Context: an optimization exercise on an open-source flow, tuned for small area, a short achievable clock period and few clock cycles per item. The choices shown serve that exercise and are no tape-out recipe.
The RTL was checked by simulation tests, not by an equivalence proof against the original design.
Power figures rest on the tool's default switching activity, not on a simulated workload.

## run.sh

```bash
#!/bin/bash
# synth_recipe.tcl (not shown) runs the flow's synth.tcl, then flattens the netlist and writes it again
# the make line also repeats each setting of config.mk as NAME=value (left out here)
make -C /OpenROAD-flow-scripts/flow DESIGN_CONFIG=/design/flow/config.mk WORK_HOME=/design/flow/orfs CLKGATE_MAP_FILE= SYNTH_SCRIPT=/design/flow/synth_recipe.tcl finish
```

## design.v

```verilog
`default_nettype none
package gdk_pkg;
  localparam int KEY_W  = 16;
  localparam int SITE_W = 31;
  localparam int END_W  = 32;
  localparam int SIZE_W = 9;
  localparam int FLANK_W = 16;
  localparam int THR_W  = 16;
  localparam int CFG_AW = 3;
  localparam int CFG_DW = 32;
  localparam logic [THR_W-1:0]   THR_RESET   = 16'd655;
  localparam logic [FLANK_W-1:0] FLANK_RESET = 16'd50;
  typedef enum logic [0:0] {
    REG_SHARE_THRESHOLD = 1'b0,
    REG_FLANK_LENGTH    = 1'b1
  } gdk_reg_t;
  typedef struct packed {
    logic [THR_W-1:0]   share_threshold;
    logic [FLANK_W-1:0] flank_length;
  } gdk_cfg_t;
endpackage
`default_nettype wire
`default_nettype none
module gdk_cfg_regs
(
  input  wire logic              clk,
  input  wire logic              rst_n,
  input  wire logic              psel,
  input  wire logic              penable,
  input  wire logic              pwrite,
  input  wire logic [gdk_pkg::CFG_AW-1:0] paddr,
  input  wire logic [gdk_pkg::CFG_DW-1:0] pwdata,
  output logic      [gdk_pkg::CFG_DW-1:0] prdata,
  output logic                   pready,
  output gdk_pkg::gdk_cfg_t               cfg
);
  gdk_pkg::gdk_cfg_t cfg_r;
  gdk_pkg::gdk_cfg_t cfg_nxt;
  gdk_pkg::gdk_reg_t reg_sel;
  logic     wr_en;
  assign reg_sel = gdk_pkg::gdk_reg_t'(paddr[2]);
  assign wr_en   = psel && penable && pwrite;
  assign pready  = 1'b1;
  assign cfg     = cfg_r;
  always_comb begin
    cfg_nxt = cfg_r;
    if (wr_en) begin
      case (reg_sel)
        gdk_pkg::REG_SHARE_THRESHOLD: cfg_nxt.share_threshold = pwdata[gdk_pkg::THR_W-1:0];
        gdk_pkg::REG_FLANK_LENGTH:    cfg_nxt.flank_length    = pwdata[gdk_pkg::FLANK_W-1:0];
        default: ;
      endcase
    end
  end
  always_comb begin
    case (reg_sel)
      gdk_pkg::REG_SHARE_THRESHOLD: prdata = gdk_pkg::CFG_DW'(cfg_r.share_threshold);
      gdk_pkg::REG_FLANK_LENGTH:    prdata = gdk_pkg::CFG_DW'(cfg_r.flank_length);
      default:             prdata = '0;
    endcase
  end
  always_ff @(posedge clk) begin
    if (!rst_n) begin
      cfg_r.share_threshold <= gdk_pkg::THR_RESET;
      cfg_r.flank_length    <= gdk_pkg::FLANK_RESET;
    end else begin
      cfg_r <= cfg_nxt;
    end
  end
endmodule
`default_nettype wire
`default_nettype none
module gdk_entry_mem #(
  parameter int DEPTH = 64,
  parameter int WIDTH = 25
) (
  input  wire logic                     clk,
  input  wire logic                     we,
  input  wire logic [$clog2(DEPTH)-1:0] waddr,
  input  wire logic [WIDTH-1:0]         wdata,
  input  wire logic                     re,
  input  wire logic [$clog2(DEPTH)-1:0] raddr,
  output logic      [WIDTH-1:0]         rdata
);
  logic [WIDTH-1:0] mem [DEPTH];
  logic [WIDTH-1:0] rdata_r;
  assign rdata = rdata_r;
  always_ff @(posedge clk) begin
    if (we) begin
      mem[waddr] <= wdata;
    end
    if (re) begin
      rdata_r <= mem[raddr];
    end
  end
endmodule
`default_nettype wire
`default_nettype none
module group_dominant_key_detect
#(
  parameter int MAX_KEYS  = 64,
  parameter int MAX_GROUP = 256,
  parameter int KEY_BITS  = 16
) (
  input  wire logic              clk,
  input  wire logic              rst_n,
  input  wire logic               in_valid,
  output logic                    in_ready,
  input  wire logic [gdk_pkg::KEY_W-1:0]   in_target_key,
  input  wire logic [gdk_pkg::SITE_W-1:0]  in_site_position,
  input  wire logic               in_group_end,
  output logic                    out_valid,
  input  wire logic               out_ready,
  output logic                    out_assigned,
  output logic      [gdk_pkg::KEY_W-1:0]   out_dominant_key,
  output logic      [gdk_pkg::SITE_W-1:0]  out_window_start,
  output logic      [gdk_pkg::END_W-1:0]   out_window_end,
  output logic      [gdk_pkg::SIZE_W-1:0]  out_group_size,
  output logic                    out_overflow,
  input  wire logic              psel,
  input  wire logic              penable,
  input  wire logic              pwrite,
  input  wire logic [gdk_pkg::CFG_AW-1:0] paddr,
  input  wire logic [gdk_pkg::CFG_DW-1:0] pwdata,
  output logic      [gdk_pkg::CFG_DW-1:0] prdata,
  output logic                   pready
);
  localparam int KW = (KEY_BITS < gdk_pkg::KEY_W) ? KEY_BITS : gdk_pkg::KEY_W;
  localparam int IW = $clog2(MAX_KEYS);
  localparam int NW = $clog2(MAX_KEYS + 1);
  localparam int CW = $clog2(MAX_GROUP + 1);
  localparam int EW = KW + CW;
  localparam int PW = gdk_pkg::THR_W + CW;
  localparam logic [CW-1:0] GROUP_LIMIT = CW'(MAX_GROUP);
  localparam logic [NW-1:0] KEY_LIMIT   = NW'(MAX_KEYS);
  typedef enum logic [4:0] {
    S_IDLE = 5'b00001,
    S_SCAN = 5'b00010,
    S_MUL  = 5'b00100,
    S_EVAL = 5'b01000,
    S_OUT  = 5'b10000
  } state_t;
  gdk_pkg::gdk_cfg_t cfg;
  state_t          state_r, state_nxt;
  logic            in_group_r, in_group_nxt;
  logic            ovf_r, ovf_nxt;
  logic [NW-1:0]   distinct_r, distinct_nxt;
  logic [CW-1:0]   total_r, total_nxt;
  logic [gdk_pkg::SITE_W-1:0] site_r, site_nxt;
  logic [KW-1:0]   key_r, key_nxt;
  logic            last_r, last_nxt;
  logic [NW-1:0]   idx_r, idx_nxt;
  logic            pend_r, pend_nxt;
  logic [IW-1:0]   pend_idx_r, pend_idx_nxt;
  logic [PW-1:0]   prod_r, prod_nxt;
  logic [1:0]      n_above_r, n_above_nxt;
  logic [KW-1:0]   winner_r, winner_nxt;
  logic              out_valid_r, out_valid_nxt;
  logic              res_assigned_r, res_assigned_nxt;
  logic [gdk_pkg::KEY_W-1:0]  res_key_r, res_key_nxt;
  logic [gdk_pkg::SITE_W-1:0] res_start_r, res_start_nxt;
  logic [gdk_pkg::END_W-1:0]  res_end_r, res_end_nxt;
  logic [gdk_pkg::SIZE_W-1:0] res_size_r, res_size_nxt;
  logic              res_ovf_r, res_ovf_nxt;
  logic            mem_we, mem_re;
  logic [IW-1:0]   mem_waddr, mem_raddr;
  logic [EW-1:0]   mem_wdata, mem_rdata;
  logic [KW-1:0]   rd_key;
  logic [CW-1:0]   rd_cnt;
  logic            issue;
  logic            accept;
  gdk_cfg_regs u_cfg (
    .clk     (clk),
    .rst_n   (rst_n),
    .psel    (psel),
    .penable (penable),
    .pwrite  (pwrite),
    .paddr   (paddr),
    .pwdata  (pwdata),
    .prdata  (prdata),
    .pready  (pready),
    .cfg     (cfg)
  );
  gdk_entry_mem #(
    .DEPTH (MAX_KEYS),
    .WIDTH (EW)
  ) u_mem (
    .clk   (clk),
    .we    (mem_we),
    .waddr (mem_waddr),
    .wdata (mem_wdata),
    .re    (mem_re),
    .raddr (mem_raddr),
    .rdata (mem_rdata)
  );
  assign rd_key = mem_rdata[EW-1:CW];
  assign rd_cnt = mem_rdata[CW-1:0];
  assign in_ready = (state_r == S_IDLE);
  assign accept      = in_valid && (state_r == S_IDLE);
  assign issue     = (idx_r < distinct_r);
  assign mem_raddr = idx_r[IW-1:0];
  assign out_valid        = out_valid_r;
  assign out_assigned     = res_assigned_r;
  assign out_dominant_key = res_key_r;
  assign out_window_start = res_start_r;
  assign out_window_end   = res_end_r;
  assign out_group_size   = res_size_r;
  assign out_overflow     = res_ovf_r;
  always_comb begin
    state_nxt    = state_r;
    in_group_nxt = in_group_r;
    ovf_nxt      = ovf_r;
    distinct_nxt = distinct_r;
    total_nxt    = total_r;
    site_nxt     = site_r;
    key_nxt      = key_r;
    last_nxt     = last_r;
    idx_nxt      = idx_r;
    pend_nxt     = pend_r;
    pend_idx_nxt = pend_idx_r;
    prod_nxt     = prod_r;
    n_above_nxt  = n_above_r;
    winner_nxt   = winner_r;
    out_valid_nxt    = out_valid_r && !out_ready;
    res_assigned_nxt = res_assigned_r;
    res_key_nxt      = res_key_r;
    res_start_nxt    = res_start_r;
    res_end_nxt      = res_end_r;
    res_size_nxt     = res_size_r;
    res_ovf_nxt      = res_ovf_r;
    mem_we    = 1'b0;
    mem_waddr = '0;
    mem_wdata = '0;
    mem_re    = 1'b0;
    case (state_r)
      S_IDLE: begin
        if (accept) begin
          key_nxt  = in_target_key[KW-1:0];
          last_nxt = in_group_end;
          idx_nxt  = '0;
          pend_nxt = 1'b0;
          if (!in_group_r) begin
            distinct_nxt = '0;
            total_nxt    = '0;
            ovf_nxt      = 1'b0;
            site_nxt     = in_site_position;
            in_group_nxt = 1'b1;
          end
          state_nxt = S_SCAN;
        end
      end
      S_SCAN: begin
        if (total_r >= GROUP_LIMIT) begin
          ovf_nxt   = 1'b1;
          state_nxt = last_r ? S_MUL : S_IDLE;
        end else if (pend_r && rd_key == key_r) begin
          mem_we    = 1'b1;
          mem_waddr = pend_idx_r;
          mem_wdata = {key_r, rd_cnt + CW'(1)};
          total_nxt = total_r + CW'(1);
          state_nxt = last_r ? S_MUL : S_IDLE;
        end else if (issue) begin
          mem_re       = 1'b1;
          idx_nxt      = idx_r + NW'(1);
          pend_nxt     = 1'b1;
          pend_idx_nxt = idx_r[IW-1:0];
        end else begin
          if (distinct_r < KEY_LIMIT) begin
            mem_we       = 1'b1;
            mem_waddr    = distinct_r[IW-1:0];
            mem_wdata    = {key_r, CW'(1)};
            distinct_nxt = distinct_r + NW'(1);
            total_nxt    = total_r + CW'(1);
          end else begin
            ovf_nxt = 1'b1;
          end
          state_nxt = last_r ? S_MUL : S_IDLE;
        end
      end
      S_MUL: begin
        prod_nxt    = PW'(cfg.share_threshold) * PW'(total_r);
        n_above_nxt = '0;
        winner_nxt  = '0;
        idx_nxt     = '0;
        pend_nxt    = 1'b0;
        state_nxt   = S_EVAL;
      end
      S_EVAL: begin
        if (pend_r && ({rd_cnt, gdk_pkg::THR_W'(0)} > prod_r)) begin
          winner_nxt = rd_key;
          if (n_above_r != 2'd2) begin
            n_above_nxt = n_above_r + 2'd1;
          end
        end
        if (issue) begin
          mem_re   = 1'b1;
          idx_nxt  = idx_r + NW'(1);
          pend_nxt = 1'b1;
        end else begin
          pend_nxt  = 1'b0;
          state_nxt = S_OUT;
        end
      end
      S_OUT: begin
        if (!out_valid_r || out_ready) begin
          out_valid_nxt    = 1'b1;
          res_assigned_nxt = (n_above_r == 2'd1) && !ovf_r;
          res_key_nxt      = ((n_above_r == 2'd1) && !ovf_r) ? gdk_pkg::KEY_W'(winner_r) : '0;
          res_start_nxt    = (site_r > gdk_pkg::SITE_W'(cfg.flank_length))
                             ? site_r - gdk_pkg::SITE_W'(cfg.flank_length) : '0;
          res_end_nxt      = gdk_pkg::END_W'(site_r) + gdk_pkg::END_W'(cfg.flank_length);
          res_size_nxt     = gdk_pkg::SIZE_W'(total_r);
          res_ovf_nxt      = ovf_r;
          in_group_nxt     = 1'b0;
          state_nxt        = S_IDLE;
        end
      end
      default: begin
        state_nxt = S_IDLE;
      end
    endcase
  end
  always_ff @(posedge clk) begin
    if (!rst_n) begin
      state_r     <= S_IDLE;
      in_group_r  <= 1'b0;
      ovf_r       <= 1'b0;
      distinct_r  <= '0;
      total_r     <= '0;
      site_r      <= '0;
      idx_r       <= '0;
      pend_r      <= 1'b0;
      n_above_r   <= '0;
      out_valid_r <= 1'b0;
    end else begin
      state_r     <= state_nxt;
      in_group_r  <= in_group_nxt;
      ovf_r       <= ovf_nxt;
      distinct_r  <= distinct_nxt;
      total_r     <= total_nxt;
      site_r      <= site_nxt;
      idx_r       <= idx_nxt;
      pend_r      <= pend_nxt;
      n_above_r   <= n_above_nxt;
      out_valid_r <= out_valid_nxt;
    end
  end
  always_ff @(posedge clk) begin
    key_r          <= key_nxt;
    last_r         <= last_nxt;
    pend_idx_r     <= pend_idx_nxt;
    prod_r         <= prod_nxt;
    winner_r       <= winner_nxt;
    res_assigned_r <= res_assigned_nxt;
    res_key_r      <= res_key_nxt;
    res_start_r    <= res_start_nxt;
    res_end_r      <= res_end_nxt;
    res_size_r     <= res_size_nxt;
    res_ovf_r      <= res_ovf_nxt;
  end
endmodule
`default_nettype wire
```

## constraint.sdc

```tcl
create_clock -name core_clock -period 6.5 [get_ports {clk}]
set_input_delay 1.3000 -clock core_clock [delete_from_list [all_inputs] [get_ports {clk}]]
set_output_delay 1.3000 -clock core_clock [all_outputs]
set_load 0.01 [all_outputs]
```

## config.mk

```make
export PLATFORM = sky130hd
export DESIGN_NAME = group_dominant_key_detect
export DESIGN_NICKNAME = group_dominant_key_detect
export VERILOG_FILES = /design/flow/design.v
export SDC_FILE = /design/flow/constraint.sdc
export NUM_CORES = 4
export LEC_CHECK = 0
export CAP_MARGIN = 20
export CORE_MARGIN = 2
export CORE_UTILIZATION = 40
export SLEW_MARGIN = 20
```

==> impl_metrics.csv <==
group,metric,value,unit
global_routing,grt_max_degree,125,
timing,relSlewSlack,26.9,%
global_routing,overflow,0,
synth,synth_cells,4211,
synth,synth-seq-area-share,70.0,%
finish,nets,4776,
finish,final_util,46.2,%
timing,setup_viol,0,
route,first_pass_iters,7,
finish,design_area,0.0910,mm2
route,drcViolationCount,0,
timing,drv_slew,0,
critical_path,path_delay_family,"adder cells",
die,die-area,0.201,mm2
die,initial_core_util,40.2,%
timing,hold_viol,0,
route,drt_iter0_markers,3772,
synth,syn_area,0.0791,mm2
synth,synthArstFlopShare,0,%
timing,skew,0.0623,ns
placed_design,placedInstanceArea,0.0850,mm2
global_routing,antenna_found_initial,12,
timing,finalSetupTns,0,ns
synth,ys_ff_latch,1876,
die,row_count,163,
die,ios,215,
critical_path,cpMostUsedCell,"fa_1",
critical_path,crit_chain,"nand2_1 > fa_1 > inv_1 > fa_1 > fa_1 > inv_1 > fa_1 > inv_1 > ha_1 > a21o_1 > a21o_1 > a311o_1 > o21ai_0 > nand2_1 > a41oi_1 > xnor2_1",
placed_design,dp_hpwl,122000,um
placed_design,routabilityCongestion,0.862,
route,ant_nets,0,
timing,period_needed,5.42,ns
clock_tree,cts-htree-levels,4,
power,p_leak,27.0,nW
critical_path,criticalPathCategory,"flop to flop",
clock_tree,clk_root_buffer_cell,"clkbuf_16",
placed_design,io_buffers,179,
timing,worstMarginPinSlew,1.10,ns
global_routing,grt_pass1_vias,40930,
clock_tree,clockBufferDepth,3,
clock_tree,worstSkewPairLatency,0.82,ns
synth,syn_area_per_cell,18.8,um2
timing,hold_ws,0.480,ns
synth,synth_top_area_share,67.6,%
die,dieWidth,449,um
finish,drive_above_1_share,23.1,%
critical_path,worst_path_max_delay_cell,"dfxtp_1",
clock_tree,cts_made_buffers,186,
timing,rsz0062_at_grt,"no",
global_routing,grt.total_usage,20.0,%
synth,synthDistinctLibCells,80,
synth,synthFlopType,"edfxtp_1",
route,routed-via-count,40526,
clock_tree,ctsHoldBuffers,0,
synth,ys_warn_count,3,
synth,synth_top_cell_by_area,"edfxtp_1",
power,power.density,268,mW/mm2
min_path,hp-class,"flop to flop",
critical_path,cp-end-kind,"flop",
die,fp.coreArea,0.197,mm2
global_routing,grt_pass1_wl,292000,um
clock_tree,cts_resized,0,
critical_path,slowest_delay,0.85,ns
synth,synth_area_leaders,"edfxtp_1 (68%), mux4_2 (15%), fa_1 (2.6%), dfxtp_1 (2.5%), ha_1 (1.6%)",
clock_tree,clkTransAtPathRegs,0.06,ns
job,cap_viol_max_count,0,
die,die_h,449,um
finish,areaGrowthSynthToFinish,15.1,%
route,wl,202000,um
status,status,"timing/DRC/antenna clean",
timing,fmax,185,MHz
synth,synth-edff-count,1779,
power,vdd.ir_drop.worst,0.268,mV
timing,finalCritPeriodShare,83.3,%
critical_path,path_max_fanout,22,
critical_path,arrival,5.93,ns
critical_path,cp.required,7.01,ns
critical_path,timing.critical_path.buf_inv,3,
route,vias_per_cell,5.56,
critical_path,start_kind,"flop",
clock_tree,cts.sinks,1876,
route,wire_per_inst,27.7,um
clock_tree,cts_tree,"yes",
clock_tree,postCtsSetupBuffers,0,
==> metrics by stage <==
step                setup slack (ns)  total power, mW  std cells
finish                          1.08             24.4       7293
global route                   0.845             25.2       7288
CTS                             1.06             24.6       7279
detailed placement              1.09             14.2       6937
global placement                1.12             14.2       6926
floorplan                      0.497             13.9       4226
==> cells in the mapped netlist, types with 7 or more instances <==
cell,n
nand2_1,241
buf_2,48
mux4_2,525
nor3_1,31
o31ai_1,9
nand3_1,46
o21bai_1,14
a31oi_1,14
buf_1,7
o21ai_0,42
mux2_2,26
buf_4,21
xnor2_1,53
nand4_1,21
a21oi_1,115
nor4_1,16
nand3b_1,7
clkbuf_1,165
dfxtp_1,97
and3_1,37
xor2_1,37
o211ai_1,11
mux2i_1,7
or3_1,12
nor2_1,143
nor2b_1,16
o21a_1,9
nand4b_1,7
edfxtp_1,1779
and2_1,131
a21o_1,20
fa_1,101
inv_1,189
ha_1,99
nand2b_1,19
o22ai_1,8
==> final cells by class <==
type	instances	area [um2]
Fill cell	16569	106000
Sequential cell	1876	55400
Multi-Input combinational cell	1917	22500
Clock buffer	236	4930
Tap cell	2640	3300
Timing Repair Buffer	316	3150
Clock inverter	106	986
Inverter	189	709
Antenna cell	13	32.5
==> registers in the layout (all words and copies together) (netlist names), 7 cells and up <==
name / count
prod_r: 25
res_size_r: 9
total_r: 9
res_start_r: 31
key_r: 16
distinct_r: 7
site_r: 31
u_mem.rdata_r: 25
res_end_r: 32
res_key_r: 16
u_mem.mem: 1600
u_cfg.cfg_r: 32
winner_r: 16
idx_r: 7
==> routing by layer <==
layer / vias to the layer above / GRT usage, % / routed length (um)
met5: - / 0 / 34
met4: 6 / 6.21 / 6200
met3: 259 / 3.51 / 12800
met2: 1367 / 32.3 / 98500
met1: 21737 / 27.6 / 84900
li1: 17157 / - / -
==> path summary, 6_finish.rpt <==
kind	from	end	slack, ns	depth (start not counted)
max	total_r[0]	prod_r[24]	1.08	16
min	site_r[13]	site_r[13]	0.48	2
max reg2reg	total_r[0]	prod_r[24]	1.08	16
min reg2reg	site_r[13]	site_r[13]	0.48	2
==> worst min-delay path: stages, from the launching register on <==
cell	delay, ns
dfxtp_1	0.32
nand2_1	0.06
a21oi_1	0.05
==> placed cells by master, fill, tap and decap left out, drive strengths merged, types with 21 or more instances in the layout <==
master,synthesis,layout
nor2,144,144
fa,101,101
a21oi,115,115
and3,37,37
inv,189,194
mux2,26,26
nand3,46,46
xor2,37,37
nor3,32,32
clkbuf,165,236
ha,99,99
dfxtp,97,97
mux4,525,525
and2,131,131
clkdlybuf4s50,0,179
edfxtp,1779,1779
o21ai,45,45
xnor2,53,53
buf,79,137
nand4,21,21
clkinv,0,84
nand2,241,241
==> kinds of logic after synthesis <==
group | share of synthesized area, %
AOI/OAI and AO/OA | 2.25
buffers and inverters | 2.26
and+or+nand+nor | 4.89
other | 0.00950
adders and majority gates | 4.12
xor gates and xnor gates | 0.997
DFF | 70.0
muxes | 15.4
==> power breakdown <==
group / internal [mW] / switching, mW / total [mW] / leakage (nW)
combinational: 0.283 / 0.451 / 0.734 / 8.82
clock: 5.86 / 4.59 / 10.5 / 2.88
sequential: 13.2 / 0.0684 / 13.2 / 15.3
Testbench counts, summed over its fixed seeds: cycles 167,998, items 32,211.

## port drivers added, routing unchanged
No port has a modelled driver above. Below, the same layout with a new extraction and two added sets of constraints. Step 1: set_driving_cell puts a clkbuf_16 on clk and a buf_2 on each other input, an assumption about the parent block. Step 2 moves the port delays by t, midway between the first and last clock arrival at a register: inputs arrive t later, outputs are due t later. That takes back most of the time a late clock gives input paths. Slacks: no drivers / after step 1 / after step 2; pairs: no drivers / after step 1.
shift t [ns]: 0.879
slack for setup (ns): 1.084 / 1.084 / 1.084
pins driven straight from the clock port: 1
After both steps setup and hold are still met in this run. The setup slack of this run moves by 0.000 ns with the drivers and by 0.000 ns with both steps.
